Source: an optimization exercise on an open RTL-to-GDS flow (aim: small area). Production flows keep margins and buffers that such runs may drop.
RTL that was checked went through simulation tests only; none was proved equivalent to the original.
Power and IR drop assume default switching activity.

## cnn_top
module cnn_top
(
    input  logic        clk,
    input  logic        reset,
    input  logic        load_req,
    input  logic [15:0] load_cmd,        
    output logic        load_ack,
    input  logic        run_req,
    output logic        run_ack,
    output logic [81:0] result           
);
    localparam logic [2:0] S_IDLE  = 3'd0;
    localparam logic [2:0] S_WAIT  = 3'd1;
    localparam logic [2:0] S_CONV  = 3'd2;      
    localparam logic [2:0] S_CONV2 = 3'd3;      
    localparam logic [2:0] S_DENSE = 3'd4;
    localparam logic [2:0] S_FIN   = 3'd5;      
    localparam logic [2:0] S_ACK   = 3'd6;
    logic [2:0]  state;
    logic [5:0]  phi;
    logic [1:0]  ph;                         
    logic [1:0]  pl;                         
    logic [1:0]  cls;
    logic        wflag;                      
    logic [63:0][7:0] img;
    logic [8:0][7:0]  flt;
    logic [35:0][7:0] wts;
    logic [8:0][7:0]  fea;
    logic signed [19:0] scores [0:3];
    logic [1:0]  win_class;
    assign result = {win_class, scores[3], scores[2], scores[1], scores[0]};
    logic psi0;
    logic psi_end;
    logic t_last;                            
    assign psi0    = ph == 2'd0 && pl == 2'd0;
    assign psi_end = ph == 2'd2 && pl == 2'd2;
    assign t_last  = psi_end && cls == 2'd3 && phi == 6'd63;
    always_ff @(posedge clk or negedge reset)
    begin
        if (!reset)
        begin
            phi <= '0;
            ph  <= '0;
            pl  <= '0;
            cls <= '0;
        end
        else
        begin
            phi <= phi + 6'd1;
            if (pl == 2'd2)
            begin
                pl <= 2'd0;
                ph <= (ph == 2'd2) ? 2'd0 : ph + 2'd1;
            end
  ...
clock: 10.0 ns
lec_check: 0
cap_margin: 20
core_margin: 2
core_utilization: 60
slew_margin: 20
standard.sh (not shown) runs the stock make flow with config.mk's settings and CLKGATE_MAP_FILE= SYNTH_SCRIPT=/design/flow/synth_recipe.tcl, a recipe that flattens the netlist after the stock synthesis.
==> flow/flow/run.sh <==
#!/bin/bash
set -euo pipefail
export BUFFER_PORTS_ARGS="-buffer_cell sky130_fd_sc_hd__buf_1"
export CTS_ARGS="-sink_clustering_enable -repair_clock_nets -dont_use_dummy_load -buf_list sky130_fd_sc_hd__clkbuf_8 -sink_clustering_size 18 -sink_clustering_max_diameter 60"
bash standard.sh > standard.log 2>&1
The first run finished clean.
Rerun with:
--- a/flow/design.v
+++ b/flow/design.v
@@ -443,14 +443,13 @@
     input  logic [15:0] load_cmd,        
     output logic        load_ack,
     input  logic        run_req,
     output logic        run_ack,
     output logic [81:0] result           
 );
-    localparam logic [2:0] S_IDLE  = 3'd0;
-    localparam logic [2:0] S_WAIT  = 3'd1;
+    localparam logic [2:0] S_IDLE  = 3'd0;      
     localparam logic [2:0] S_CONV  = 3'd2;      
     localparam logic [2:0] S_CONV2 = 3'd3;      
     localparam logic [2:0] S_DENSE = 3'd4;
     localparam logic [2:0] S_FIN   = 3'd5;      
     localparam logic [2:0] S_ACK   = 3'd6;
     logic [2:0]  state;
@@ -500,41 +499,31 @@
         end
     end
     logic [1:0] tgt;
     logic [5:0] addr;
     logic [7:0] din;
     logic [1:0] img_port;                    
-    logic [1:0] a_q;                         
-    logic [1:0] a_h;
-    logic [1:0] a_l;
+    logic [3:0] psi;
+    logic [5:0] a_d;                         
+    logic       a_hit;                       
+    logic [1:0] a_q;
     logic       pending;
     logic       wr_ok;
     logic       ack_ok;
     logic       hit_img, hit_flt, hit_wts, ignored, we;
     assign tgt  = load_cmd[15:14];
     assign addr = load_cmd[13:8];
     assign din  = load_cmd[7:0];
     assign img_port = {addr[5] ^ ~phi[5] ^ (addr[4] & ~phi[4]), addr[4] ^ ~phi[4]};
-    always_comb
-    begin
-        a_q = 2'd0;
-        a_h = 2'd0;
-        a_l = 2'd0;
-        for (int i = 0; i < 36; i++)
-        begin
-            if (addr == 6'(i))
-            begin
-                a_q = 2'(i / 9);
-                a_h = 2'((i % 9) / 3);
-                a_l = 2'(i % 3);
-            end
-        end
-    end
+    assign psi   = {ph, 1'b0} + 4'(ph) + 4'(pl);
+    assign a_d   = addr - 6'(psi);
+    assign a_hit = a_d == 6'd0 || a_d == 6'd9 || a_d == 6'd18 || a_d == 6'd27;
+    assign a_q   = a_d[4:3];
     assign hit_img = tgt == 2'd0 && addr[3:0] == phi[3:0];
-    assign hit_flt = tgt == 2'd1 && addr < 6'd9 && a_h == ph && a_l == pl;
-    assign hit_wts = tgt == 2'd2 && addr < 6'd36 && a_h == ph && a_l == pl;
+    assign hit_flt = tgt == 2'd1 && a_d == 6'd0;
+    assign hit_wts = tgt == 2'd2 && addr < 6'd36 && a_hit;
     assign ignored = tgt == 2'd3 || (tgt == 2'd1 && addr >= 6'd9)
                      || (tgt == 2'd2 && addr >= 6'd36);
     assign pending = load_req && !load_ack;
     assign ack_ok  = state == S_IDLE && !run_req;
     assign wr_ok   = ack_ok || state == S_ACK;      
     assign we      = pending && wr_ok;
@@ -692,32 +681,25 @@
             if (cmp_cls == 2'd0 || gtc[20])
             begin
                 win_class <= cmp_cls;
             end
         end
     end
+    assign run_ack = state == S_ACK;
     always_ff @(posedge clk or negedge reset)
     begin
         if (!reset)
         begin
             state   <= S_IDLE;
-            run_ack <= 1'b0;
         end
         else
         begin
             case (state)
                 S_IDLE:
                 begin
-                    if (run_req)
-                    begin
-                        state <= S_WAIT;
-                    end
-                end
-                S_WAIT:
-                begin
-                    if (t_last)
+                    if (run_req && t_last)
                     begin
                         state <= S_CONV;
                     end
                 end
                 S_CONV:
                 begin
@@ -739,21 +721,19 @@
                     begin
                         state <= S_FIN;
                     end
                 end
                 S_FIN:
                 begin
-                    state   <= S_ACK;
-                    run_ack <= 1'b1;
+                    state <= S_ACK;
                 end
                 default:
                 begin
                     if (!run_req)
                     begin
-                        state   <= S_IDLE;
-                        run_ack <= 1'b0;
+                        state <= S_IDLE;
                     end
                 end
             endcase
         end
     end
 endmodule
The changed run completed without violations.
Routed wire length went down by a few percent.
Setup slack improved by 0.15 ns.
Global-route usage drops by 0.96 points.
Total power barely changes.
Final area shrinks slightly.
Worst hold slack degrades by 0.044 ns.
Non-clock buffer count is lower by 15.
Synthesized cell count falls by a few percent.
Sequential power stays flat.
Synthesized area came out lower slightly.

* * *

Another version of the RTL of cnn_top (not shown whole).
Size: ~1900 cells after synthesis, roughly 100 I/O pins, roughly 0.027 mm² of cells after synthesis.
export LEC_CHECK = 0
export ABC_AREA = 1
export CAP_MARGIN = 20
export CORE_MARGIN = 2
export CORE_UTILIZATION = 70
export SLEW_MARGIN = 20
create_clock -name core_clock -period 10.0 [get_ports {clk}]
==> flow/flow/run.sh <==
#!/bin/bash
# The standard layout (standard.sh, ORFS) with these changes:
# - input and output ports are buffered with the smallest buffer;
# - clock tree synthesis uses clkbuf_8 sink clusters of up to 20 flip-flops and no dummy loads;
# - after floorplan, OpenROAD's restructure re-maps the combinational logic for
#   area (flow/restructure.tcl); registers are kept as synthesized.
# The make output goes to standard.log; each ORFS step keeps its own log.
set -euo pipefail
here=$(pwd)
export BUFFER_PORTS_ARGS="-buffer_cell sky130_fd_sc_hd__buf_1"
export CTS_ARGS="-sink_clustering_enable -repair_clock_nets -dont_use_dummy_load -buf_list sky130_fd_sc_hd__clkbuf_8 -sink_clustering_size 20 -sink_clustering_max_diameter 60"
export POST_FLOORPLAN_TCL="$here/flow/restructure.tcl"
bash standard.sh > standard.log 2>&1
==> flow/flow/restructure.tcl <==
# Area recovery after floorplan: re-map the combinational logic with ABC for
# area (OpenROAD restructure). Registers are not touched.
set lib_in [lindex $::env(LIB_FILES) 0]
set work $::env(RESULTS_DIR)/restructure
file mkdir $work
set lib_out $work/lib_dont_use.lib

# a copy of the library with the platform's don't-use cells marked dont_use,
# so that ABC leaves them out
set fh [open $lib_in r]
set text [read $fh]
close $fh
set out ""
set pos 0
foreach {whole name} [regexp -all -inline -indices {cell\s*\(\s*"?([A-Za-z0-9_]+)"?\s*\)\s*\{} $text] {
  set end [lindex $whole 1]
  set cell [string range $text [lindex $name 0] [lindex $name 1]]
  append out [string range $text $pos $end]
  foreach pattern $::env(DONT_USE_CELLS) {
    if { [string match $pattern $cell] } {
      append out "\n    dont_use : true;"
      break
    }
  }
  set pos [expr {$end + 1}]
}
append out [string range $text $pos end]
set fh [open $lib_out w]
puts -nonewline $fh $out
close $fh

set tielo "[lindex $::env(TIELO_CELL_AND_PORT) 0]/[lindex $::env(TIELO_CELL_AND_PORT) 1]"
set tiehi "[lindex $::env(TIEHI_CELL_AND_PORT) 0]/[lindex $::env(TIEHI_CELL_AND_PORT) 1]"
report_design_area
restructure -target area -liberty_file $lib_out -tielo_port $tielo -tiehi_port $tiehi \
  -work_dir $work
report_design_area
Rerun with:
--- a/flow/design.v
+++ b/flow/design.v
@@ -593,23 +593,23 @@
     assign dense = state == S_DENSE;
     assign idle  = (state == S_CONV && cls[0]) || (state == S_CONV2 && !cls[0]);
     assign hold  = idle || state == S_FIN || state == S_ACK;
     always_comb
     begin
         if (dense || idle)
         begin
             opa = fea[0];
         end
         else
         begin
-            opa = img[0];
+            opa = (ph == 2'd0) ? img[0] : (ph == 2'd1) ? img[5] : img[10];
         end
         if (dense)
         begin
             opb = wts[0];
         end
         else if (hold)
         begin
             opb = upd ? 8'hff : 8'h00;
         end
         else
         begin
Total power came out higher by a quarter to a third.
Sequential cell count stays the same.
Die area climbs slightly.
Clock power hardly moves.
Worst hold slack loses 51 ps.
Wire length falls slightly.
Register-to-register slack got worse by 160 ps.
Global-route usage is lower by 0.47 points.
Non-clock buffer count does not change.
Clock-buffer cell count went up by 1.
For the first run of this note, only the layout was checked, not whether the RTL still works.

* * *

cnn_top, a different RTL version from the one above (not shown whole).
Size: about 1000 flip-flops, ~100 I/O pins.
Settings: LEC_CHECK=0, CAP_MARGIN=20, CORE_MARGIN=2, CORE_UTILIZATION=60, SLEW_MARGIN=20; clock period 10.0 ns.
==> flow/flow/run.sh <==
#!/bin/bash
set -euo pipefail
export BUFFER_PORTS_ARGS="-buffer_cell sky130_fd_sc_hd__buf_1"
export CTS_ARGS="-sink_clustering_enable -repair_clock_nets -dont_use_dummy_load -buf_list sky130_fd_sc_hd__clkbuf_8 -sink_clustering_size 18 -sink_clustering_max_diameter 60"
bash standard.sh > standard.log 2>&1
The baseline finished with timing, DRC and antenna clean.
Next try:
--- a/flow/design.v
+++ b/flow/design.v
@@ -494,53 +494,43 @@
                 pl <= pl + 2'd1;
             end
             if (psi_end)
             begin
                 cls <= cls + 2'd1;
             end
         end
     end
     logic [1:0] tgt;
     logic [5:0] addr;
     logic [7:0] din;
     logic [1:0] img_port;                    
-    logic [1:0] a_q;                         
-    logic [1:0] a_h;
-    logic [1:0] a_l;
+    logic [3:0] psi;
+    logic [5:0] a_d;                         
+    logic       a_hit;                       
+    logic [1:0] a_q;
     logic       pending;
     logic       wr_ok;
     logic       ack_ok;
     logic       hit_img, hit_flt, hit_wts, ignored, we;
     assign tgt  = load_cmd[15:14];
     assign addr = load_cmd[13:8];
     assign din  = load_cmd[7:0];
     assign img_port = {addr[5] ^ ~phi[5] ^ (addr[4] & ~phi[4]), addr[4] ^ ~phi[4]};
-    always_comb
-    begin
-        a_q = 2'd0;
-        a_h = 2'd0;
-        a_l = 2'd0;
-        for (int i = 0; i < 36; i++)
-        begin
-            if (addr == 6'(i))
-            begin
-                a_q = 2'(i / 9);
-                a_h = 2'((i % 9) / 3);
-                a_l = 2'(i % 3);
-            end
-        end
-    end
+    assign psi   = {ph, 1'b0} + 4'(ph) + 4'(pl);
+    assign a_d   = addr - 6'(psi);
+    assign a_hit = a_d == 6'd0 || a_d == 6'd9 || a_d == 6'd18 || a_d == 6'd27;
+    assign a_q   = a_d[4:3];
     assign hit_img = tgt == 2'd0 && addr[3:0] == phi[3:0];
-    assign hit_flt = tgt == 2'd1 && addr < 6'd9 && a_h == ph && a_l == pl;
-    assign hit_wts = tgt == 2'd2 && addr < 6'd36 && a_h == ph && a_l == pl;
+    assign hit_flt = tgt == 2'd1 && a_d == 6'd0;
+    assign hit_wts = tgt == 2'd2 && addr < 6'd36 && a_hit;
     assign ignored = tgt == 2'd3 || (tgt == 2'd1 && addr >= 6'd9)
                      || (tgt == 2'd2 && addr >= 6'd36);
     assign pending = load_req && !load_ack;
     assign ack_ok  = state == S_IDLE && !run_req;
     assign wr_ok   = ack_ok || state == S_ACK;      
     assign we      = pending && wr_ok;
     always_ff @(posedge clk or negedge reset)
     begin
         if (!reset)
         begin
             load_ack <= 1'b0;
             wflag    <= 1'b0;
@@ -628,32 +618,26 @@
         end
     end
     cnn_mac u_mac (.a(opa), .b(opb), .acc(scores[3]), .clr(psi0 && !hold), .q(sum));
     always_ff @(posedge clk)
     begin
         scores[3] <= sum;
     end
     logic [5:0] slot_o;
     logic [3:0] tgt_g;
     logic       tgt_first;                   
     logic [7:0] relu;
     assign slot_o = phi - 6'd8;
-    always_ff @(posedge clk)
-    begin
-        if (psi_end)
-        begin
-            tgt_g     <= {slot_o[5:4], slot_o[2:1]};
-            tgt_first <= !slot_o[3] && !slot_o[0];
-        end
-    end
+    assign tgt_g     = scores[2][3:0];
+    assign tgt_first = scores[2][4];
     assign upd  = idle && tgt_g == {ph, pl};
     assign relu = scores[3][19] ? 8'd0 : (|scores[3][18:8]) ? 8'd255 : scores[3][7:0];
     always_ff @(posedge clk)
     begin
         for (int p = 0; p < 8; p++)
         begin
             fea[p] <= fea[p + 1];
         end
         if (upd && (tgt_first || !sum[19]))
         begin
             fea[8] <= relu;
         end
@@ -672,24 +656,29 @@
     assign cmp_cls = cls - 2'd1;
     assign nbest   = ~((scores[0] & {20{win_class == 2'd0}}) | (scores[1] & {20{win_class == 2'd1}})
                        | (scores[2] & {20{win_class[1]}}));
     assign ca     = {~scores[3][19], scores[3][18:0]};
     assign cb     = {~nbest[19], nbest[18:0]};
     assign gtc[0] = 1'b0;
     for (genvar i = 0; i < 20; i++)
     begin : g_gt
         assign gtc[i + 1] = (ca[i] & cb[i]) | (ca[i] & gtc[i]) | (cb[i] & gtc[i]);
     end
     always_ff @(posedge clk)
     begin
+        if ((state == S_CONV || state == S_CONV2) && psi_end)
+        begin
+            scores[2][3:0] <= {slot_o[5:4], slot_o[2:1]};
+            scores[2][4]   <= !slot_o[3] && !slot_o[0];
+        end
         if (cmp)
         begin
             for (int q = 0; q < 3; q++)
             begin
                 if (cmp_cls == 2'(q))
                 begin
                     scores[q] <= scores[3];
                 end
             end
             if (cmp_cls == 2'd0 || gtc[20])
             begin
                 win_class <= cmp_cls;
Area after synthesis barely changes.
Count of clock-buffer cells in the layout went down by 1.
Power decreases by a few percent.
Global-route usage barely changes.
Critical path depth drops by 3.
Sequential share of layout area fell by 0.45 points.

## static timing again, ports no longer ideal
The flow's constraints put no driver on any port. The routed layouts listed below were extracted and timed again, unchanged, in two steps.
Step 1, drivers: a clkbuf_16 drives clk and a buf_2 each remaining input, both assumed.
Step 2 times the ports against the registers' clock, not the clock port: input delays grow and output delays shrink by t, the midpoint of the rising clock arrivals with the driver on.
a / b / c = ideal ports / drivers / drivers and shift; a / b = the first two.
run	t, ns	setup slack, ns	worst setup path at the end	cell pins on the clock port's net
the first run of note 1	0.680	0.297 / 0.297 / 0.297	register to register	1
the second run of note 1	0.665	0.449 / 0.449 / 0.449	register to register	1
the first run of note 2	0.682	1.147 / 1.147 / 1.147	register to register	1
the second run of note 2	0.686	0.985 / 0.985 / 0.985	register to register	1
the first run of note 3	0.667	0.566 / 0.566 / 0.566	register to register	1
the second run of note 3	0.660	0.443 / 0.443 / 0.443	register to register	1
After both steps setup and hold are still met in every run listed.
